This design comes from an exercise in tuning for small area, a short achievable clock period and few clock cycles on the open sky130 flow, not from production work. RTL that was checked went through simulation tests only; none was proved equivalent to the original. Function not checked in runs 3 and 4: the RTL went through the layout flow alone. Power is estimated from default activity; no workload was simulated.

[flow/design.v]
`default_nettype none
module alu (
    input  wire        is_r_i,     
    input  wire        is_i_i,     
    input  wire [2:0]  f3_i,
    input  wire        f7z_i,      
    input  wire        f7s_i,      
    input  wire [31:0] a_i,        
    input  wire [31:0] b_i,        
    output logic [31:0] result_o
);
    wire [2:0] f3 = f3_i;
    wire do_sub = ~is_i_i & (f7s_i | (f3 == 3'b010));
    wire arith  = (f3 == 3'b000);
    wire use_p  = (f3 == 3'b000) | (f3 == 3'b100) | (f3 == 3'b110);
    wire use_g  = f3[1] & f3[2];
    wire do_sll = (f3 == 3'b001);
    wire is_slt = (f3 == 3'b010);
    logic [31:0] p, g, carry;
    for (genvar i = 0; i < 32; i++) begin : g_pg
        alu_pg u_pg (.a_i (a_i[i]), .b_i (b_i[i]), .sub_i (do_sub), .p_o (p[i]), .g_o (g[i]));
    end
    alu_carry u_carry (.p_i (p), .g_i (g), .cin_i (do_sub), .c_o (carry));
    logic [31:0] st [5];
    assign st[0] = a_i;
    for (genvar k = 0; k < 4; k++) begin : g_st
        for (genvar i = 0; i < 32; i++) begin : g_bit
            if (i >= (1 << k)) begin : g_mux
                sh_mux u_mux (.a_i (st[k][i]), .b_i (st[k][i - (1 << k)]), .s_i (b_i[k]),
                              .y_o (st[k + 1][i]));
            end else if (k % 2 == 0) begin : g_fill_t
                sh_fill_t u_fill (.a_i (st[k][i]), .s_i (b_i[k]), .y_o (st[k + 1][i]));
            end else begin : g_fill_n
                sh_fill_n u_fill (.a_i (st[k][i]), .s_i (b_i[k]), .y_o (st[k + 1][i]));
            end
        end
    end
    wire lt = (a_i[31] ^ b_i[31]) ? a_i[31] : (p[31] ^ carry[31]);
    wire sel_a = do_sll & ~b_i[4];
    wire sel_b = do_sll & b_i[4];
    wire sel_v = ~do_sll;
    logic [31:0] v;
    for (genvar i = 0; i < 32; i++) begin : g_v
        alu_v u_v (.p_i (p[i]), .g_i (g[i]), .c_i (carry[i]), .use_p_i (use_p),
                   .use_g_i (use_g), .arith_i (arith), .v_o (v[i]));
    end
    alu_out0 u_out0 (.a_i (st[4][0]), .v_i (v[0]), .set_i (is_slt & lt), .sel_a_i (sel_a),
                     .sel_v_i (sel_v), .r_o (result_o[0]));
    for (genvar i = 1; i < 16; i++) begin : g_out_lo
        alu_out_lo u_out (.a_i (st[4][i]), .v_i (v[i]), .sel_a_i (sel_a), .sel_v_i (sel_v),
                          .r_o (result_o[i]));
    end
    for (genvar i = 16; i < 32; i++) begin : g_out_hi
        alu_out_hi u_out (.a_i (st[4][i]), .b_i (st[4][i - 16]), .v_i (v[i]), .sel_a_i (sel_a),
                          .sel_b_i (sel_b), .sel_v_i (sel_v), .r_o (result_o[i]));
    end
endmodule
module alu_pg (
    input  wire  a_i,
    input  wire  b_i,
    input  wire  sub_i,
    output wire  p_o,
    output wire  g_o
);
    wire bx = b_i ^ sub_i;
    assign p_o = a_i ^ bx;
    assign g_o = a_i & bx;
endmodule
module alu_carry (
    input  wire [31:0] p_i,
    input  wire [31:0] g_i,
    input  wire        cin_i,
    output logic [31:0] c_o
);
    logic [31:0] gg, pp;
    always_comb begin
        gg = g_i;
        pp = p_i;
        gg[0] = g_i[0] | (p_i[0] & cin_i);
        for (int l = 1; l < 32; l = l * 2) begin
            for (int i = 2 * l - 1; i < 32; i = i + 2 * l) begin
                gg[i] = gg[i] | (pp[i] & gg[i - l]);
                pp[i] = pp[i] & pp[i - l];
            end
        end
        for (int l = 8; l >= 1; l = l / 2) begin
            for (int i = 3 * l - 1; i < 32; i = i + 2 * l) begin
                gg[i] = gg[i] | (pp[i] & gg[i - l]);
                pp[i] = pp[i] & pp[i - l];
            end
        end
        c_o = {gg[30:0], 1'b0} | {31'd0, cin_i};
    end
endmodule
module sh_mux (
    input  wire a_i,
    input  wire b_i,
    input  wire s_i,
    output wire y_o
);
    assign y_o = ~(s_i ? b_i : a_i);
endmodule
module sh_fill_t (
    input  wire a_i,
    input  wire s_i,
    output wire y_o
);
    assign y_o = ~(a_i & ~s_i);
endmodule
module sh_fill_n (
    input  wire a_i,
    input  wire s_i,
    output wire y_o
);
    assign y_o = ~(a_i | s_i);
endmodule
module alu_v (
    input  wire p_i,
    input  wire g_i,
    input  wire c_i,
    input  wire use_p_i,
    input  wire use_g_i,
    input  wire arith_i,
    output wire v_o
);
    wire lg;
    alu_lg u_lg (.p_i (p_i), .g_i (g_i), .use_p_i (use_p_i), .use_g_i (use_g_i), .lg_o (lg));
    assign v_o = lg ^ (c_i & arith_i);
endmodule
module alu_lg (
    input  wire p_i,
    input  wire g_i,
    input  wire use_p_i,
    input  wire use_g_i,
    output wire lg_o
);
    assign lg_o = (p_i & use_p_i) | (g_i & use_g_i);
endmodule
module alu_out_hi (
    input  wire a_i,
    input  wire b_i,
    input  wire v_i,
    input  wire sel_a_i,
    input  wire sel_b_i,
    input  wire sel_v_i,
    output wire r_o
);
    assign r_o = (a_i & sel_a_i) | (b_i & sel_b_i) | (v_i & sel_v_i);
endmodule
module alu_out_lo (
    input  wire a_i,
    input  wire v_i,
    input  wire sel_a_i,
    input  wire sel_v_i,
    output wire r_o
);
    assign r_o = (a_i & sel_a_i) | (v_i & sel_v_i);
endmodule
module alu_out0 (
    input  wire a_i,
    input  wire v_i,
    input  wire set_i,
    input  wire sel_a_i,
    input  wire sel_v_i,
    output wire r_o
);
    assign r_o = (a_i & sel_a_i) | (v_i & sel_v_i) | set_i;
endmodule
`default_nettype wire
`default_nettype none
module reg_file (
    input  wire        clk_i,
    input  wire        reset,
    input  wire [4:0]  addr_i,     
    output logic [31:0] lo_o,      
    output logic [31:0] hi_o,      
    output logic [15:0] match_o,   
    input  wire        wr_en_i,    
    input  wire [15:0] drop_i,     
    input  wire [4:0]  count_i,
    input  wire [4:0]  wr_tag_i,
    input  wire [31:0] wr_data_i
);
    logic [15:0] valid;
    logic [4:0]  tag_q  [16];
    logic [31:0] data_q [16];
    logic [15:0] match;
    logic [15:0] sel;
    logic [15:0] keep;
    for (genvar i = 0; i < 16; i++) begin : g_match
        tag_eq u_eq (.tag_i (tag_q[i]), .addr_i (addr_i), .eq_o (match[i]));
    end
    always_comb begin
        lo_o = '0;
        hi_o = '0;
        for (int i = 0; i < 16; i++) begin
            sel[i]   = (count_i == 5'(i + 1));
            if (i < 8) lo_o = lo_o | (data_q[i] & {32{match[i]}});
            else       hi_o = hi_o | (data_q[i] & {32{match[i]}});
        end
    end
    assign match_o = match;
    always_comb begin
        for (int i = 0; i < 16; i++) begin
            valid[i] = |tag_q[i];
            keep[i]  = valid[i] & ~reset & ~(wr_en_i & drop_i[i]);
        end
    end
    for (genvar i = 0; i < 16; i++) begin : g_entry
        for (genvar j = 0; j < 5; j++) begin : g_tag
            rf_bit u_bit (
                .clk_i  (clk_i),
                .hold_i (keep[i]),
                .we_i   (wr_en_i & sel[i]),
                .d_i    (wr_tag_i[j]),
                .q_o    (tag_q[i][j])
            );
        end
        for (genvar j = 0; j < 32; j++) begin : g_data
            rf_bit u_bit (
                .clk_i  (clk_i),
                .hold_i (keep[i]),
                .we_i   (wr_en_i & sel[i]),
                .d_i    (wr_data_i[j]),
                .q_o    (data_q[i][j])
            );
        end
    end
endmodule
`default_nettype wire
`default_nettype none
module rf_bit (
    input  wire  clk_i,
    input  wire  hold_i,
    input  wire  we_i,
    input  wire  d_i,
    output logic q_o
);
    always_ff @(posedge clk_i) begin
        q_o <= (q_o & hold_i) | (d_i & we_i);
    end
endmodule
`default_nettype wire
`default_nettype none
module tag_eq (
    input  wire [4:0] tag_i,
    input  wire [4:0] addr_i,
    output wire       eq_o
);
    assign eq_o = (tag_i == addr_i);
endmodule
`default_nettype wire
`default_nettype none
module cpu_lite_top (
    input  wire        clk_i,
    input  wire        reset,
    input  wire        host_valid_i,
    input  wire [7:0]  host_byte_i,
    input  wire [4:0]  reg_sel_i,
    input  wire [1:0]  byte_sel_i,
    output wire [7:0]  value_o,
    output wire        is_positive_o,
    output wire        done_o
);
    logic        loading_q;    
    logic        done_q;
    logic [1:0]  phase_q;      
    logic [4:0]  count_q;      
    logic        wr_q;         
    logic        is_r_q;       
    logic        is_i_q;       
    logic        rd0_q;        
    logic [7:0]  b1_q;         
    logic [7:0]  b2_q;         
    logic [7:0]  b3_q;         
    logic [31:0] a_q;          
    logic [15:0] drop_q;       
    wire start_seen = host_valid_i & ~loading_q & ~done_q & (host_byte_i == 8'hFE);
    wire end_seen   = host_valid_i & loading_q & (phase_q == 2'd0) & (host_byte_i == 8'hFF);
    wire data_stb   = host_valid_i & loading_q & ~end_seen;
    wire last_byte  = data_stb & (phase_q == 2'd3);
    wire kept       = ~count_q[4];
    wire [4:0] rd = {b1_q[3:0], rd0_q};
    logic [31:0] rdata;
    logic [31:0] rd_lo, rd_hi;    
    logic [15:0] match;
    logic [31:0] result;
    logic f3_ok_r, f3_ok_i;
    wire  f7z = (host_byte_i[7:1] == 7'b0000000);
    wire  f7s = (host_byte_i[7:1] == 7'b0100000);
    always_comb begin
        case (b1_q[6:4])
            3'b000:  f3_ok_r = f7z | f7s;
            3'b001, 3'b010, 3'b100, 3'b110, 3'b111: f3_ok_r = f7z;
            default: f3_ok_r = 1'b0;
        endcase
        f3_ok_i = (b1_q[6:4] == 3'b000) | (b1_q[6:4] == 3'b110) | (b1_q[6:4] == 3'b111);
    end
    wire writes = ((is_r_q & f3_ok_r) | (is_i_q & f3_ok_i)) & (rd != 5'd0);
    wire wr_en = wr_q;
    always_ff @(posedge clk_i or posedge reset) begin
        if (reset) begin
            loading_q <= 1'b0;
            done_q    <= 1'b0;
            phase_q   <= 2'd0;
            count_q   <= 5'd0;
            wr_q      <= 1'b0;
        end else begin
            if (start_seen) loading_q <= 1'b1;
            if (end_seen) begin
                loading_q <= 1'b0;
                done_q    <= 1'b1;
            end
            if (data_stb) phase_q <= phase_q + 2'd1;
            if (last_byte && kept) count_q <= count_q + 5'd1;
            wr_q <= last_byte & kept & writes;
        end
    end
    always_ff @(posedge clk_i) begin
        b3_q <= host_byte_i;
        a_q  <= rdata;
    end
    wire ld0 = data_stb & (phase_q == 2'd0);
    wire ld1 = data_stb & (phase_q == 2'd1);
    wire ld2 = data_stb & (phase_q == 2'd2);
    wire [2:0] b0_d = {host_byte_i[7], host_byte_i[6:0] == 7'b0010011,
                       host_byte_i[6:0] == 7'b0110011};
    logic [2:0] b0_q;
    assign is_r_q = b0_q[0];
    assign is_i_q = b0_q[1];
    assign rd0_q  = b0_q[2];
    for (genvar j = 0; j < 3; j++) begin : g_b0
        rf_bit u_bit (.clk_i (clk_i), .hold_i (~ld0), .we_i (ld0), .d_i (b0_d[j]), .q_o (b0_q[j]));
    end
    for (genvar j = 0; j < 8; j++) begin : g_b1
        rf_bit u_bit (.clk_i (clk_i), .hold_i (~ld1), .we_i (ld1), .d_i (host_byte_i[j]),
                      .q_o (b1_q[j]));
    end
    for (genvar j = 0; j < 8; j++) begin : g_b2
        rf_bit u_bit (.clk_i (clk_i), .hold_i (~ld2), .we_i (ld2), .d_i (host_byte_i[j]),
                      .q_o (b2_q[j]));
    end
    for (genvar j = 0; j < 16; j++) begin : g_drop
        rf_bit u_bit (.clk_i (clk_i), .hold_i (~ld2), .we_i (ld2), .d_i (match[j]),
                      .q_o (drop_q[j]));
    end
    wire sel_host = ~loading_q;
    wire sel_rd   = loading_q & (phase_q == 2'd2);
    wire sel_rs1  = loading_q & (phase_q == 2'd3);
    wire sel_rs2  = loading_q & wr_q & ~is_i_q;
    wire [4:0] rs1 = {b2_q[3:0], b1_q[7]};
    wire [4:0] rs2 = {b3_q[0], b2_q[7:4]};
    wire [4:0] from_regs = ({5{sel_rd}} & rd) | ({5{sel_rs1}} & rs1) | ({5{sel_rs2}} & rs2);
    wire [4:0] addr = ({5{sel_host}} & reg_sel_i) | from_regs;
    wire [31:0] imm = {{20{b3_q[7]}}, b3_q, b2_q[7:4]};
    wire [31:0] opb = rdata | (imm & {32{is_i_q}});
    alu u_alu (
        .is_r_i   (is_r_q),
        .is_i_i   (is_i_q),
        .f3_i     (b1_q[6:4]),
        .f7z_i    (b3_q[7:1] == 7'b0000000),
        .f7s_i    (b3_q[7:1] == 7'b0100000),
        .a_i      (a_q),
        .b_i      (opb),
        .result_o (result)
    );
    reg_file u_reg_file (
        .clk_i     (clk_i),
        .reset     (reset),
        .addr_i    (addr),
        .lo_o      (rd_lo),
        .hi_o      (rd_hi),
        .match_o   (match),
        .wr_en_i   (wr_en),
        .drop_i    (drop_q),
        .count_i   (count_q),
        .wr_tag_i  (rd),
        .wr_data_i (result)
    );
    wire [3:0] bsel = 4'b0001 << byte_sel_i;
    byte_pick u_byte_pick (
        .lo_i    (rd_lo),
        .hi_i    (rd_hi),
        .sel_i   (bsel),
        .byte_o  (value_o)
    );
    assign rdata         = rd_lo | rd_hi;
    assign is_positive_o = ~rdata[31];
    assign done_o        = done_q;
endmodule
`default_nettype wire
`default_nettype none
module byte_pick (
    input  wire [31:0] lo_i,
    input  wire [31:0] hi_i,
    input  wire [3:0]  sel_i,
    output wire [7:0]  byte_o
);
    wire [31:0] w = lo_i | hi_i;
    assign byte_o = (w[7:0] & {8{sel_i[0]}}) | (w[15:8] & {8{sel_i[1]}}) |
                    (w[23:16] & {8{sel_i[2]}}) | (w[31:24] & {8{sel_i[3]}});
endmodule
`default_nettype wire
[flow/flow/run.sh]
#!/bin/bash
# Standard layout, with fast buffers on the ports.
set -euo pipefail
bash standard.sh "BUFFER_PORTS_ARGS=-buffer_cell sky130_fd_sc_hd__buf_4" SETUP_SLACK_MARGIN=5.75 finish > standard_make.log 2>&1
[flow/standard.sh]
#!/bin/bash
# synth_recipe.tcl (not shown) runs the flow's synth.tcl, then flattens the netlist and writes it again
# the make line also repeats each setting of config.mk as NAME=value (left out here)
make -C /OpenROAD-flow-scripts/flow DESIGN_CONFIG=/design/flow/config.mk WORK_HOME=/design/flow/orfs CLKGATE_MAP_FILE= SYNTH_SCRIPT=/design/flow/synth_recipe.tcl "${@:-finish}"
[flow/config.mk]
export PLATFORM = sky130hd
export DESIGN_NAME = cpu_lite_top
export DESIGN_NICKNAME = cpu_lite_top
export VERILOG_FILES = /design/flow/design.v
export SDC_FILE = /design/flow/constraint.sdc
export NUM_CORES = 8
export LEC_CHECK = 0
export CAP_MARGIN = 20
export CORE_MARGIN = 2
export CORE_UTILIZATION = 50
export CTS_BUF_LIST = sky130_fd_sc_hd__clkbuf_8
export CTS_CLUSTER_DIAMETER = 60
export CTS_CLUSTER_SIZE = 16
export PLACE_DENSITY = 0.6
export SETUP_SLACK_MARGIN = 5
export SLEW_MARGIN = 20
export SYNTH_HIERARCHICAL = 1
export TNS_END_PERCENT = 5
[flow/constraint.sdc]
create_clock -name core_clock -period 14.0 [get_ports {clk_i}]
set_input_delay 2.8000 -clock core_clock [delete_from_list [all_inputs] [get_ports {clk_i}]]
set_output_delay 2.8000 -clock core_clock [all_outputs]
set_load 0.01 [all_outputs]
==> results of run 1 <==
[repair_timing]
action | CTS | global route
endpoints found under the hold margin | 0 | 0
setup endpoints to repair | 256 | 264
pin swaps | 1 | 7
gates resized for setup | 18 | 14
setup buffers | 4 | 7
gates cloned | 0 | 1
[power by group through the flow]
stage | clock network, mW | logic (mW) | registers [mW]
floorplan | 0 | 0.400 | 2.02
global placement | 0 | 0.644 | 2.04
detailed placement | 0 | 0.654 | 2.04
CTS | 1.14 | 0.660 | 2.00
global route | 1.21 | 0.713 | 2.00
finish | 1.13 | 0.684 | 2.00
[path summary, 6_finish.rpt]
kind                                                                  endpoint  slack (ns)
hold / removal              u_reg_file.g_entry[9].g_data[15].u_bit.q_o$_DFF_P_        0.49
hold reg to reg             u_reg_file.g_entry[9].g_data[15].u_bit.q_o$_DFF_P_        0.49
setup reg to reg           u_reg_file.g_entry[10].g_data[27].u_bit.q_o$_DFF_P_        6.54
min in group asynchronous                               count_q[3]$_DFFE_PP0P_        2.36
setup / recovery                                                    value_o[3]        5.69
max in group asynchronous                                       wr_q$_DFF_PP0_       11.30
[flip-flops by register name (all words and copies together), names as in the netlist, 5 cells and up]
register,cells
u_reg_file.g_entry.g_data.u_bit.q_o,512
g_drop.u_bit.q_o,16
a_q,32
g_b2.u_bit.q_o,8
u_reg_file.g_entry.g_tag.u_bit.q_o,80
g_b1.u_bit.q_o,8
count_q,5
b3_q,8
[layout by cell type, fill, tap and decap left out, types with 12 or more instances in the layout]
cell	count
xor2_1	67
nand2b_1	28
a21oi_1	14
a221oi_4	16
nor2_4	12
nor3_1	16
o21ai_0	34
mux2i_1	113
ha_1	37
or2_2	33
buf_4	93
nor3_4	16
dfxtp_1	667
a22o_1	674
a21o_1	21
inv_1	37
nand3_1	20
nand4_1	77
nor2_1	43
a22oi_1	256
a222oi_1	21
nand2_1	54
clkbuf_8	55
xnor2_1	83
[critical path: cells and delay by family]
family	cells	cell delay (ns)
XOR/XNOR	1	0.13
buffers and inverters	4	0.95
AND/OR/NAND/NOR	5	0.80
AO/OA/AOI/OAI	3	0.76
[per-layer routing]
| layer | global-route usage [%] | vias to the layer above | routed length [um] |
|---|---|---|---|
| met3 | 5.993 | 206 | 8714 |
| met2 | 52.89 | 1204 | 44120 |
| met4 | 12.41 | 0 | 3232 |
| met1 | 46.59 | 11842 | 43170 |
| li1 | - | 10221 | - |
| met5 | 0 | - | 0 |
[layout make-up]
cell class	count	area (sq um)	area share (%)
well taps	748	935.9	3.027
multi-input cells	1726	14370	46.48
repair buffers	105	862.1	2.788
flip-flops and latches	677	13600	44.00
inverters	36	135.1	0.4370
clock buffers	55	757.0	2.448
clock inverters	19	252.7	0.8174
==> run_results.csv, run 1 <==
group,metric,value,unit
yosys,syn-num-nets,2550,
placed_design,hpwl,59240,um
critical_path,cpMaxStageDelayCell,"o21ai_1",
timing,fin_ws,5.694,ns
timing,finClkSkew,0.06962,ns
placed_design,io_buffers,27,
detailed_routing,wl_per_cell,29.48,um
clock_tree,cts_made_buffers,52,
power,power.internal,2.589,mW
final_layout,nets,2653,
detailed_routing,ant_nets,0,
global_route,antenna_found_initial,2,
critical_path,ff2ff_path_depth,25,
final_layout,final_core_util,56.23,%
timing,period_minus_slack,8.306,ns
clock_tree,cts_buffer_depth,3,
placed_design,dpl_worst_slack,4.637,ns
critical_path,critPathMaxFanout,33,
global_route,grt_usage,33.78,%
die,initial_core_util,50.46,%
detailed_routing,drc_errors,0,
critical_path,startpoint_type,"input pin",
final_layout,drive_gt1_share,11.12,%
flow_run,max_cap_violations,0,
timing,hold_violations,0,
timing,rsz0062_at_grt,"yes",
die,die_area,57390,sq um
clock_tree,htreeDepth,2,
placed_design,dpl.cell_count,3278,
power,switching_share,32.08,%
final_layout,area_growth,11.44,%
timing,slew_headroom,20.44,%
power,power_switching,1.223,mW
clock_tree,clkSinkCount,677,
yosys,synthesis.area,27750,sq um
final_layout,fillers,4773,
die,ioPinCount,28,
die,core_area,54990,sq um
detailed_routing,via_per_inst,6.974,
timing,worst_pin_slew,1.193,ns
power,combPwrFrac,17.9,%
critical_path,timing.rr.start,"g_b0[1].u_bit.q_o$_DFF_P_",
critical_path,crit_type,"input pin to output pin",
die,die_w,239.6,um
timing,final-setup-viol-count,0,
yosys,yosys_warnings,17,
timing,max_freq,120.4,MHz
min_path,min-delay-start,"u_reg_file.g_entry[9].g_data[15].u_bit.q_o$_DFF_P_",
clock_tree,clock-root-buffer,"clkbuf_8",
global_route,grt_max_degree,38,
timing,fin_hold_ws,0.4923,ns
clock_tree,path_clk_slew,0.09,ns
detailed_routing,via_count,23473,
detailed_routing,detail_route.iter0.violations,2563,
power,p_seq_share,52.5,%
power,p_total,3.811,mW
critical_path,max_stage_delay,0.41,ns
power,pwr-share-clk,29.6,%
critical_path,startpoint,"reg_sel_i[0]",
final_layout,n_antenna_cell,0,
power,worst_ir_drop_vdd,82.30,uV
global_route,grt_pass1_vias,22806,
min_path,holdPathStages,1,
global_route,grt.overflow.total,0,
final_layout,instances_no_fill,3366,
clock_tree,clock_latency,0.72,ns
clock_tree,cts_hold_buf,0,
min_path,hold_path.class,"register to register",
critical_path,cp.required,11.20,ns
status,status,"complete, no violations",
timing,fin_tns_setup,0,ns
die,die_h,239.6,um
final_layout,fin_area,30920,sq um
die,fp-row-count,86,
detailed_routing,routed_wl,99240,um
clock_tree,cts_tree,"done",
yosys,synth_area_per_cell,11.12,sq um
power,leakagePower,11.79,nW
critical_path,worstSetupEndpointType,"output pin",
timing,drv_slew,0,
placed_design,place_area,29690,sq um
detailed_routing,dr.pass1.iters,8,
power,power_density,123.3,nW/um^2
global_route,grt_first_pass_wirelength,146700,um
timing,fin_crit_sh,59.33,%
yosys,synthCells,2495,
critical_path,cp_cell_sequence,"buf_4 > nor2_1 > a21oi_2 > buf_4 > xnor2_1 > nand3_1 > nor3_4 > buf_4 > a22oi_1 > nand4_1 > o21ai_1 > nand4_1 > buf_4",
critical_path,arrival,5.51,ns
placed_design,gp_congestion,0.9978,
critical_path,crit_path_frequent_cell,"buf_4",
Testbench counts, summed over its fixed seeds: cycles 11,399.
==> run 2, diff against run 1 <==
--- a/flow/config.mk
+++ b/flow/config.mk
@@ -9,7 +9,7 @@
 export CORE_MARGIN = 2
 export CORE_UTILIZATION = 50
-export CTS_BUF_LIST = sky130_fd_sc_hd__clkbuf_8
-export CTS_CLUSTER_DIAMETER = 60
-export CTS_CLUSTER_SIZE = 16
+export CTS_BUF_LIST = sky130_fd_sc_hd__clkbuf_16
+export CTS_CLUSTER_DIAMETER = 80
+export CTS_CLUSTER_SIZE = 30
 export PLACE_DENSITY = 0.6
 export SETUP_SLACK_MARGIN = 5
==> run 2 against run 1 <==
Effect of this change:
- clock-buffer cell count is 19 lower
- global-route usage down 0.11 points
- cell count shrank 0.45%
- design area increased by 0.51%
- sequential power about the same
- highest routed layer unchanged
==> run_results.csv, run 2 <==
group,metric,value,unit
status,status,"complete, no violations",
die,die_w,239.6,um
timing,fin_tns_setup,0,ns
clock_tree,cts_hold_buf,0,
timing,drv_slew,0,
clock_tree,clkSinkCount,677,
flow_run,max_cap_violations,0,
final_layout,nets,2637,
power,worst_ir_drop_vdd,90.03,uV
timing,final-setup-viol-count,0,
critical_path,reg2reg_to,"u_reg_file.g_entry[10].g_data[27].u_bit.q_o$_DFF_P_",
yosys,synthesis.area,27750,sq um
timing,rsz0062_at_grt,"yes",
critical_path,cpLargestDelayFamily,"buffers and inverters",
yosys,syn-num-nets,2550,
timing,slew_headroom,19.86,%
power,leakagePower,11.84,nW
detailed_routing,dr.pass1.iters,7,
global_route,grt_first_pass_wirelength,146200,um
detailed_routing,ant_nets,0,
die,core_area,54990,sq um
detailed_routing,via_count,23422,
global_route,grt.overflow.total,0,
clock_tree,cts_tree,"done",
timing,finClkSkew,0.05387,ns
final_layout,reg_top3,"u_reg_file.g_entry.g_data.u_bit.q_o (512), u_reg_file.g_entry.g_tag.u_bit.q_o (80), a_q (32)",
final_layout,drive_gt1_share,10.49,%
critical_path,arrival,5.49,ns
critical_path,max_stage_delay,0.51,ns
detailed_routing,drc_errors,0,
final_layout,mostFrequentLayoutCells,"a22o_1 (674), dfxtp_1 (667), a22oi_1 (256), mux2i_1 (113), buf_4 (86)",
critical_path,cp_cell_sequence,"buf_4 > nor2_1 > a21oi_2 > buf_4 > xnor2_1 > nand3_1 > nor3_4 > buf_4 > a22oi_1 > nand4_1 > o21ai_0 > nand4_1 > buf_4",
timing,fin_hold_ws,0.4905,ns
yosys,synth_area_per_cell,11.12,sq um
clock_tree,htreeDepth,2,
final_layout,final_core_util,56.52,%
final_layout,largest_register,"u_reg_file.g_entry.g_data.u_bit.q_o",
min_path,min-delay-start,"u_reg_file.g_entry[9].g_data[15].u_bit.q_o$_DFF_P_",
clock_tree,cts_buffer_depth,3,
clock_tree,clock_latency,0.60,ns
final_layout,seq_area,13600,sq um
global_route,grt_max_degree,38,
critical_path,timing.rr.start,"g_b0[1].u_bit.q_o$_DFF_P_",
critical_path,ff2ff_path_depth,23,
critical_path,crit_path_frequent_cell,"buf_4",
clock_tree,clock-root-buffer,"clkbuf_16",
critical_path,ff2ff_setup_slack,6.47,ns
die,initial_core_util,50.46,%
timing,worst_pin_slew,1.202,ns
min_path,min_to,"u_reg_file.g_entry[9].g_data[15].u_bit.q_o$_DFF_P_",
critical_path,cp.required,11.20,ns
timing,fin_crit_sh,59.22,%
die,fp-row-count,86,
die,die_h,239.6,um
yosys,yosys_warnings,17,
placed_design,place_area,29690,sq um
detailed_routing,wl_per_cell,29.50,um
clock_tree,path_clk_slew,0.09,ns
min_path,hold_path.class,"register to register",
die,ioPinCount,28,
final_layout,n_antenna_cell,0,
critical_path,cpMaxStageDelayCell,"o21ai_0",
critical_path,crit_type,"input pin to output pin",
final_layout,final_common_cell,"a22o_1",
critical_path,crit_buf_inv,4,
final_layout,fillers,4731,
timing,period_minus_slack,8.290,ns
clock_tree,cts_made_buffers,35,
global_route,grt_pass1_vias,22763,
timing,hold_violations,0,
detailed_routing,via_per_inst,6.990,
final_layout,largest_reg_flops,512,
yosys,synthCells,2495,
final_layout,area_growth,12.01,%
placed_design,hpwl,59240,um
timing,max_freq,120.6,MHz
placed_design,io_buffers,27,
global_route,antenna_found_initial,2,
detailed_routing,detail_route.iter0.violations,2445,
min_path,holdPathStages,1,
global_route,grt_usage,33.67,%
die,die_area,57390,sq um
power,p_total,3.886,mW
detailed_routing,routed_wl,98870,um
final_layout,multi_input_area,14390,sq um
critical_path,critPathMaxFanout,33,
critical_path,worstSetupEndpointType,"output pin",
final_layout,fin_area,31080,sq um
placed_design,gp_congestion,0.9978,
power,power_density,125.0,nW/um^2
critical_path,startpoint_type,"input pin",
[run 2: worst max path at each step]
stage | from | to | slack (ns) | cells after the start
2_1_floorplan | reg_sel_i[1] | u_reg_file.g_entry[0].g_data[31].u_bit.q_o$_DFF_P_ | 5.81 | 23
3_3_place_gp | reg_sel_i[2] | u_reg_file.g_entry[5].g_data[27].u_bit.q_o$_DFF_P_ | 4.79 | 23
3_5_place_dp | reg_sel_i[2] | u_reg_file.g_entry[10].g_data[27].u_bit.q_o$_DFF_P_ | 4.64 | 23
4_1_cts | reg_sel_i[3] | value_o[4] | 5.70 | 12
5_1_grt | reg_sel_i[4] | value_o[7] | 5.69 | 13
6_report | reg_sel_i[4] | value_o[4] | 5.71 | 13
[run 2: through the flow]
step | worst slack [ns] | std cells
3_5_place_dp | 4.637 | 3278
6_report | 5.710 | 3351
3_3_place_gp | 4.795 | 3278
2_1_floorplan | 5.814 | 2495
5_1_grt | 5.686 | 3351
4_1_cts | 5.699 | 3340
[run 2: routing by layer]
| layer | routed length (um) | share of wire [%] | global-route usage [%] | vias to the layer above |
|---|---|---|---|---|
| met3 | 8105 | 8.2 | 5.451 | 205 |
| met4 | 3599 | 3.6 | 13.11 | 0 |
| met2 | 44210 | 45 | 52.66 | 1127 |
| met1 | 42950 | 43 | 46.54 | 11867 |
| met5 | 0 | 0 | 0 | - |
| li1 | - | - | - | 10223 |
[run 2: cell type report]
type / instances / share of cell area (%)
multi-input combinational: 1728 / 46.29
sequential: 677 / 43.77
tap: 748 / 3.011
clock buffer: 36 / 2.899
timing repair buffer: 104 / 2.822
clock inverter: 22 / 0.7690
inverter: 36 / 0.4348
[run 2: worst reg2reg max path, cell delays in order (launching register included)]
cell and delay, ns:
dfxtp_1 1.11, nor2b_1 0.30, a222oi_1 0.43, a21oi_2 0.10, buf_4 0.27, xnor2_1 0.20
nand3_1 0.14, nor3_4 0.05, buf_4 0.28, a22oi_1 0.32, nand4_1 0.39, or2_2 0.45
nand2b_1 0.16, xor2_1 0.18, ha_1 0.42, nand4_1 0.24, o41ai_4 0.58, a31oi_1 0.27
a31oi_1 0.22, nand2_1 0.08, xnor2_1 0.19, a222oi_1 0.51, inv_2 0.28, a22o_1 0.27
[run 2: report_power, final]
part | switching, mW | internal, mW | total [mW]
Clock | 0.700 | 0.502 | 1.20
Sequential | 0.0535 | 1.95 | 2.00
Combinational | 0.500 | 0.182 | 0.682
[run 2: timing repair]
| action | 4_1_cts | 5_1_grt |
|---|---|---|
| setup endpoints to repair | 276 | 259 |
| cloned | 0 | 3 |
| buffers inserted | 4 | 6 |
| pin swaps | 1 | 6 |
| gates resized for setup | 16 | 20 |
==> run 3, diff against run 2 <==
--- a/flow/design.v
+++ b/flow/design.v
@@ -73,20 +73,20 @@
     output logic [31:0] c_o
 );
-    logic [31:0] gg, pp;
+    logic [31:0] gg, pp, gn, pn;
     always_comb begin
         gg = g_i;
         pp = p_i;
         gg[0] = g_i[0] | (p_i[0] & cin_i);
-        for (int l = 1; l < 32; l = l * 2) begin
-            for (int i = 2 * l - 1; i < 32; i = i + 2 * l) begin
-                gg[i] = gg[i] | (pp[i] & gg[i - l]);
-                pp[i] = pp[i] & pp[i - l];
-            end
-        end
-        for (int l = 8; l >= 1; l = l / 2) begin
-            for (int i = 3 * l - 1; i < 32; i = i + 2 * l) begin
-                gg[i] = gg[i] | (pp[i] & gg[i - l]);
-                pp[i] = pp[i] & pp[i - l];
+        for (int l = 0; l < 5; l++) begin
+            gn = gg;
+            pn = pp;
+            for (int i = 0; i < 32; i++) begin
+                if ((i >> l) % 2 == 1) begin
+                    gn[i] = gg[i] | (pp[i] & gg[((i >> l) << l) - 1]);
+                    pn[i] = pp[i] & pp[((i >> l) << l) - 1];
+                end
             end
+            gg = gn;
+            pp = pn;
         end
         c_o = {gg[30:0], 1'b0} | {31'd0, cin_i};
--- a/flow/config.mk
+++ b/flow/config.mk
@@ -9,7 +9,7 @@
 export CORE_MARGIN = 2
 export CORE_UTILIZATION = 50
-export CTS_BUF_LIST = sky130_fd_sc_hd__clkbuf_16
-export CTS_CLUSTER_DIAMETER = 80
-export CTS_CLUSTER_SIZE = 30
+export CTS_BUF_LIST = sky130_fd_sc_hd__clkbuf_8
+export CTS_CLUSTER_DIAMETER = 60
+export CTS_CLUSTER_SIZE = 16
 export PLACE_DENSITY = 0.6
 export SETUP_SLACK_MARGIN = 5
==> run 3 against run 2 <==
Effect of this change:
- still clean on timing, DRC and antenna
- combinational power fell by 2%
- clock-buffer cell count rose by 19
- flip-flop and latch count did not move
- setup slack got worse by 0.055 ns
- core utilization fell by 0.35 points
- sequential power barely moved
- sequential share of layout area rose by 0.27 points
==> run_results.csv, run 3 <==
group,metric,value,unit
status,status,"complete, no violations",
yosys,syn-num-nets,2539,
final_layout,largest_register,"u_reg_file.g_entry.g_data.u_bit.q_o",
timing,period_minus_slack,8.345,ns
timing,max_freq,119.8,MHz
die,core_area,54990,sq um
timing,fin_tns_setup,0,ns
clock_tree,cts_buffer_depth,3,
clock_tree,htreeDepth,2,
critical_path,critPathMaxFanout,33,
final_layout,area_growth,11.29,%
timing,final-setup-viol-count,0,
final_layout,reg_top3,"u_reg_file.g_entry.g_data.u_bit.q_o (512), u_reg_file.g_entry.g_tag.u_bit.q_o (80), a_q (32)",
placed_design,gp_congestion,0.8950,
critical_path,crit_path_frequent_cell,"buf_4",
global_route,antenna_found_initial,2,
critical_path,cpLargestDelayFamily,"buffers and inverters",
final_layout,instances_no_fill,3353,
clock_tree,clock_latency,0.71,ns
final_layout,fillers,4746,
die,die_w,239.6,um
die,ioPinCount,28,
power,power_density,121.6,nW/um^2
critical_path,worstSetupEndpointType,"output pin",
global_route,grt_first_pass_wirelength,145100,um
placed_design,dpl.cell_count,3264,
detailed_routing,routed_wl,97200,um
final_layout,largest_reg_flops,512,
clock_tree,clkSinkCount,677,
detailed_routing,ant_nets,0,
critical_path,cp.required,11.20,ns
flow_run,max_cap_violations,0,
timing,rsz0062_at_grt,"yes",
clock_tree,path_clk_slew,0.09,ns
final_layout,nets,2640,
die,fp-row-count,86,
timing,fin_crit_sh,59.61,%
timing,worst_pin_slew,1.143,ns
detailed_routing,wl_per_cell,28.99,um
critical_path,startpoint_type,"input pin",
timing,finClkSkew,0.02751,ns
die,die_area,57410,sq um
critical_path,crit_buf_inv,5,
clock_tree,cts_made_buffers,53,
timing,drv_slew,0,
die,initial_core_util,50.48,%
critical_path,max_stage_delay,0.48,ns
global_route,grt.overflow.total,0,
timing,slew_headroom,23.78,%
placed_design,hpwl,57810,um
power,leakagePower,11.75,nW
clock_tree,cts_tree,"done",
critical_path,cpMaxStageDelayCell,"buf_4",
detailed_routing,via_count,23031,
global_route,grt_usage,33.48,%
min_path,hold_path.class,"register to register",
detailed_routing,drc_errors,0,
yosys,synthesis.area,27750,sq um
detailed_routing,via_per_inst,6.869,
critical_path,crit_type,"input pin to output pin",
yosys,synth_area_per_cell,11.17,sq um
critical_path,arrival,5.54,ns
final_layout,multi_input_area,14410,sq um
global_route,grt_max_degree,38,
detailed_routing,detail_route.iter0.violations,2335,
final_layout,mostFrequentLayoutCells,"a22o_1 (673), dfxtp_1 (667), a22oi_1 (256), mux2i_1 (113), buf_4 (92)",
placed_design,io_buffers,27,
detailed_routing,dr.pass1.iters,8,
final_layout,drive_gt1_share,11.34,%
timing,hold_violations,0,
die,die_h,239.6,um
timing,fin_hold_ws,0.4928,ns
critical_path,cp_cell_sequence,"buf_4 > nor2_1 > a21oi_4 > buf_12 > buf_12 > xnor2_1 > nand3_1 > nor3_4 > buf_4 > a22oi_1 > nand4_1 > o21ai_0 > nand4_1 > buf_4",
final_layout,seq_area,13600,sq um
global_route,grt_pass1_vias,22428,
yosys,synthCells,2484,
final_layout,final_common_cell,"a22o_1",
power,worst_ir_drop_vdd,134.3,uV
yosys,yosys_warnings,17,
final_layout,final_core_util,56.17,%
clock_tree,clock-root-buffer,"clkbuf_8",
run 3: layout make-up:
| cell class | count | area share [%] |
|---|---|---|
| multi-input cells | 1718 | 46.66 |
| flip-flops and latches | 677 | 44.05 |
| diodes | 3 | 0.02431 |
| well taps | 748 | 3.030 |
| repair buffers | 102 | 2.795 |
| inverters | 33 | 0.4010 |
| clock buffers | 55 | 2.451 |
| clock inverters | 17 | 0.5914 |
run 3: metrics by stage:
step	power [mW]	setup slack [ns]	area, sq um
global placement	2.687	4.681	29690
finish	3.756	5.655	30890
CTS	3.755	5.666	30830
floorplan	2.427	5.840	27800
global route	3.887	5.601	30880
detailed placement	2.695	4.641	29720
run 3: worst paths after layout:
path	slack, ns	from	cells past startpoint	end
worst max-delay path	5.66	reg_sel_i[1]	14	value_o[3]
worst min-delay path	0.49	u_reg_file.g_entry[6].g_data[6].u_bit.q_o$_DFF_P_	1	u_reg_file.g_entry[6].g_data[6].u_bit.q_o$_DFF_P_
worst max register to register	6.51	wr_q$_DFF_PP0_	25	u_reg_file.g_entry[4].g_data[26].u_bit.q_o$_DFF_P_
worst min register to register	0.49	u_reg_file.g_entry[6].g_data[6].u_bit.q_o$_DFF_P_	1	u_reg_file.g_entry[6].g_data[6].u_bit.q_o$_DFF_P_
max in group asynchronous	11.31	reset	2	wr_q$_DFF_PP0_
min in group asynchronous	2.36	reset	2	count_q[4]$_DFFE_PP0P_
run 3: report_power, final:
part / leakage, nW / switching, mW / internal, mW
clock: 0.483 / 0.669 / 0.406
combinational: 5.76 / 0.487 / 0.184
sequential: 5.51 / 0.0620 / 1.95
run 3: worst register-to-register path, stage by stage (launching register included):
cell      delay [ns]
dfrtp_2         0.36
buf_4           0.48
nor2b_1         0.43
a222oi_1        0.18
a21oi_2         0.20
buf_4           0.34
xor2_1          0.30
nor3_4          0.05
buf_4           0.31
a22oi_1         0.27
nand4_1         0.35
or2_2           0.49
nand2b_1        0.18
xor2_1          0.15
ha_1            0.35
and4_1          0.24
nand4_1         0.16
or3_1           0.38
o22a_2          0.27
o21a_1          0.22
a21oi_2         0.18
nand2_1         0.09
xnor2_1         0.15
a222oi_1        0.44
inv_1           0.46
a22o_1          0.35
run 3: repair_timing:
action,in CTS,in global routing
resized for setup,16,10
setup buffers,12,2
hold buffers,0,0
cloned,0,0
setup endpoints to repair,305,331
hold endpoints to repair,0,0
pin swaps,4,2
run 3: routing by layer:
layer	share of wire (%)	GRT usage, %	vias up
li1	-	-	10179
met3	8.2	5.025	198
met4	3.1	11.84	0
met2	44	51.87	1037
met1	44	47.37	11617
met5	0	0	-
==> run 4, diff against run 3 <==
==> flow/flow/run.sh (replaced) <==
#!/bin/bash
# Standard layout, with fast buffers on the ports.
set -euo pipefail
bash standard.sh "BUFFER_PORTS_ARGS=-buffer_cell sky130_fd_sc_hd__buf_4" SETUP_SLACK_MARGIN=6 finish > standard_make.log 2>&1
==> run 4 against run 3 <==
Effect of this change:
- hold slack lost 0.0027 ns
- setup slack gained 0.19 ns
- register-to-register slack gained 0.11 ns
- via count grew 1.6%
- total power grew 1.7%
- sequential power is essentially flat
- still clean
- design area grew 1.2%
- clock power grew 5%
- critical endpoint is now u_reg_file.g_entry[13].g_data[31].u_bit.q_o$_DFF_P_
- global-route usage shrank 0.24 points
- clock-buffer cell count grew 1
==> run_results.csv, run 4 <==
group,metric,value,unit
clock_tree,cts_buffer_depth,3,
timing,fin_tns_setup,0,ns
final_layout,reg_top3,"u_reg_file.g_entry.g_data.u_bit.q_o (512), u_reg_file.g_entry.g_tag.u_bit.q_o (80), a_q (32)",
placed_design,place_area,29710,sq um
die,fp-row-count,86,
critical_path,timing.rr.start,"wr_q$_DFF_PP0_",
critical_path,crit_type,"input pin to register",
critical_path,cp.required,14.60,ns
final_layout,mostFrequentLayoutCells,"a22o_1 (673), dfxtp_1 (667), a22oi_1 (256), mux2i_1 (113), buf_4 (96)",
timing,worst_pin_slew,1.177,ns
final_layout,nets,2659,
clock_tree,clkSinkCount,677,
clock_tree,cts_hold_buf,0,
global_route,grt_max_degree,38,
die,die_area,57410,sq um
placed_design,dpl_worst_slack,4.454,ns
critical_path,worstSetupEndpointType,"register",
timing,slew_headroom,21.53,%
critical_path,startpoint,"reg_sel_i[3]",
global_route,antenna_found_initial,3,
placed_design,gp_congestion,0.9173,
global_route,grt_pass1_vias,22688,
clock_tree,htreeDepth,2,
timing,rsz0062_at_grt,"yes",
timing,hold_violations,0,
timing,drv_slew,0,
final_layout,largest_register,"u_reg_file.g_entry.g_data.u_bit.q_o",
critical_path,max_stage_delay,0.50,ns
detailed_routing,routed_wl,97780,um
clock_tree,cts_tree,"done",
yosys,synthCells,2484,
detailed_routing,detail_route.iter0.violations,2628,
detailed_routing,via_count,23407,
power,leakagePower,11.92,nW
final_layout,drive_gt1_share,12.57,%
timing,max_freq,122.7,MHz
timing,fin_hold_ws,0.4901,ns
clock_tree,clock_latency,0.72,ns
die,die_w,239.6,um
placed_design,io_buffers,27,
final_layout,final_common_cell,"a22o_1",
detailed_routing,drc_errors,0,
detailed_routing,ant_nets,0,
critical_path,critPathMaxFanout,33,
die,ioPinCount,28,
clock_tree,path_clk_slew,0.10,ns
global_route,use_met1,46.48,%
status,status,"complete, no violations",
timing,fin_ws,5.847,ns
die,initial_core_util,50.48,%
global_route,grt_most_used_layer,"met2",
power,power_density,122.2,nW/um^2
yosys,syn-num-nets,2539,
critical_path,crit_cells,26,
flow_run,max_cap_violations,0,
critical_path,crit_path_frequent_cell,"buf_4",
global_route,grt_usage,33.24,%
timing,period_minus_slack,8.153,ns
timing,final-setup-viol-count,0,
global_route,grt_first_pass_wirelength,144600,um
yosys,yosys_warnings,17,
min_path,hold_path.class,"register to register",
critical_path,crit_buf_inv,5,
final_layout,area_growth,12.63,%
detailed_routing,via_per_inst,6.937,
global_route,use_met2,52.17,%
min_path,min-delay-start,"u_reg_file.g_entry[5].g_data[8].u_bit.q_o$_DFF_P_",
detailed_routing,wl_per_cell,28.98,um
timing,fin_crit_sh,58.24,%
final_layout,largest_reg_flops,512,
die,die_h,239.6,um
yosys,synthesis.area,27750,sq um
clock_tree,cts_made_buffers,54,
clock_tree,clock-root-buffer,"clkbuf_8",
critical_path,arrival,8.75,ns
final_layout,fin_area,31260,sq um
power,worst_ir_drop_vdd,141.0,uV
placed_design,hpwl,57760,um
global_route,use_met3,6.143,%
critical_path,ff2ff_path_depth,27,
yosys,synth_area_per_cell,11.17,sq um
critical_path,cpMaxStageDelayCell,"a222oi_1",
detailed_routing,dr.pass1.iters,12,
die,core_area,54990,sq um
global_route,grt.overflow.total,0,
critical_path,cpLargestDelayFamily,"compound AO/OA/AOI/OAI gates",
timing,finClkSkew,0.03818,ns
min_path,holdPathStages,1,
critical_path,startpoint_type,"input pin",
==> run 4: changes by cell type in the layout (fill, tap and decap cells not counted), moves of 3 or more <==
cell	before	now
xor2_1	66	60
o21ai_0	28	22
buf_12	5	9
buf_4	92	96
o21ai_2	1	9
buf_6	4	7
inv_2	2	5
buf_8	0	6
xor2_2	0	6
==> run 4: repair_timing <==
action / CTS / global route
endpoints found under the setup margin: 409 / 282
gates resized for setup: 67 / 3
buffers inserted: 28 / 2
pin swaps: 11 / 4
cloned: 0 / 2
==> run 4: final timing paths <==
path / end / slack [ns]
worst max-delay path: u_reg_file.g_entry[13].g_data[31].u_bit.q_o$_DFF_P_ / 5.85
worst min-delay path: u_reg_file.g_entry[5].g_data[8].u_bit.q_o$_DFF_P_ / 0.49
worst max register to register: u_reg_file.g_entry[13].g_data[31].u_bit.q_o$_DFF_P_ / 6.62
worst min register to register: u_reg_file.g_entry[5].g_data[8].u_bit.q_o$_DFF_P_ / 0.49
max in group asynchronous: wr_q$_DFF_PP0_ / 11.31
min in group asynchronous: wr_q$_DFF_PP0_ / 2.37
==> run 4: worst register-to-register path, delay by kind of cell, from the launching register on <==
family                     cells  cell delay (ns)
DFF                            1             0.35
AOI/OAI and AO/OA              9             2.43
xor gates and xnor gates       3             0.55
and+or+nand+nor                9             2.20
buffers and inverters          5             1.38
adders and majority gates      1             0.39
==> run 4: through the flow <==
step | std cells | utilization [%] | total power, mW
CTS | 3368 | 56.75 | 3.814
finish | 3374 | 56.85 | 3.821
detailed placement | 3263 | 54.03 | 2.693
global route | 3374 | 56.85 | 3.943
global placement | 3263 | 54.03 | 2.684
floorplan | 2484 | - | 2.428
==> run 4: power breakdown <==
| group | internal, mW | switching (mW) | leakage, nW | total (mW) |
|---|---|---|---|---|
| Clock | 0.436 | 0.683 | 0.534 | 1.12 |
| Sequential | 1.95 | 0.0565 | 5.51 | 2.01 |
| Combinational | 0.196 | 0.501 | 5.88 | 0.697 |
==> run 4: final cells by class <==
| type | instances | area [sq um] |
|---|---|---|
| multi-input combinational | 1720 | 14510 |
| timing repair buffer | 118 | 1070 |
| clock inverter | 21 | 239.0 |
| antenna | 1 | 2.502 |
| inverter | 33 | 123.9 |
| tap | 748 | 935.9 |
| sequential | 677 | 13600 |
| clock buffer | 56 | 770.7 |
| fill | 4775 | 23730 |
==> run 4: layer usage <==
| layer | up-vias | routed length (um) | share of wire, % |
|---|---|---|---|
| li1 | 10213 | - | - |
| met1 | 11941 | 43450 | 44 |
| met2 | 1093 | 43870 | 45 |
| met3 | 160 | 8143 | 8.3 |
| met4 | 0 | 2325 | 2.4 |
| met5 | - | 0 | 0 |

-- afterwards: timing with drivers on the ports --
The flow's constraints put no driver on any port. The routed layouts listed below were extracted and timed again, unchanged, in two steps. Step 1 assumes that a clkbuf_16 drives the clock port and a buf_2 every other input. Step 2 moves the port delays by t, midway between the first and last clock arrival at a register: inputs arrive t later, outputs are due t later. That takes back most of the time a late clock gives input paths. a / b / c = no drivers / after step 1 / after step 2; a / b = the first two.
run	shift t [ns]	slack for setup (ns)	slew at the worst register clock pin (ns)
run 1	0.742	5.694 / 5.659 / 5.252	0.11 / 0.11
run 2	0.637	5.710 / 5.673 / 5.304	0.11 / 0.11
run 3	0.752	5.655 / 5.627 / 5.099	0.11 / 0.11
run 4	0.756	5.847 / 5.827 / 5.126	0.11 / 0.11
After both steps setup and hold are still met in every run listed. For run 4, which loses most, drivers alone change the setup slack by -0.020 ns; drivers and shift together by -0.721 ns.
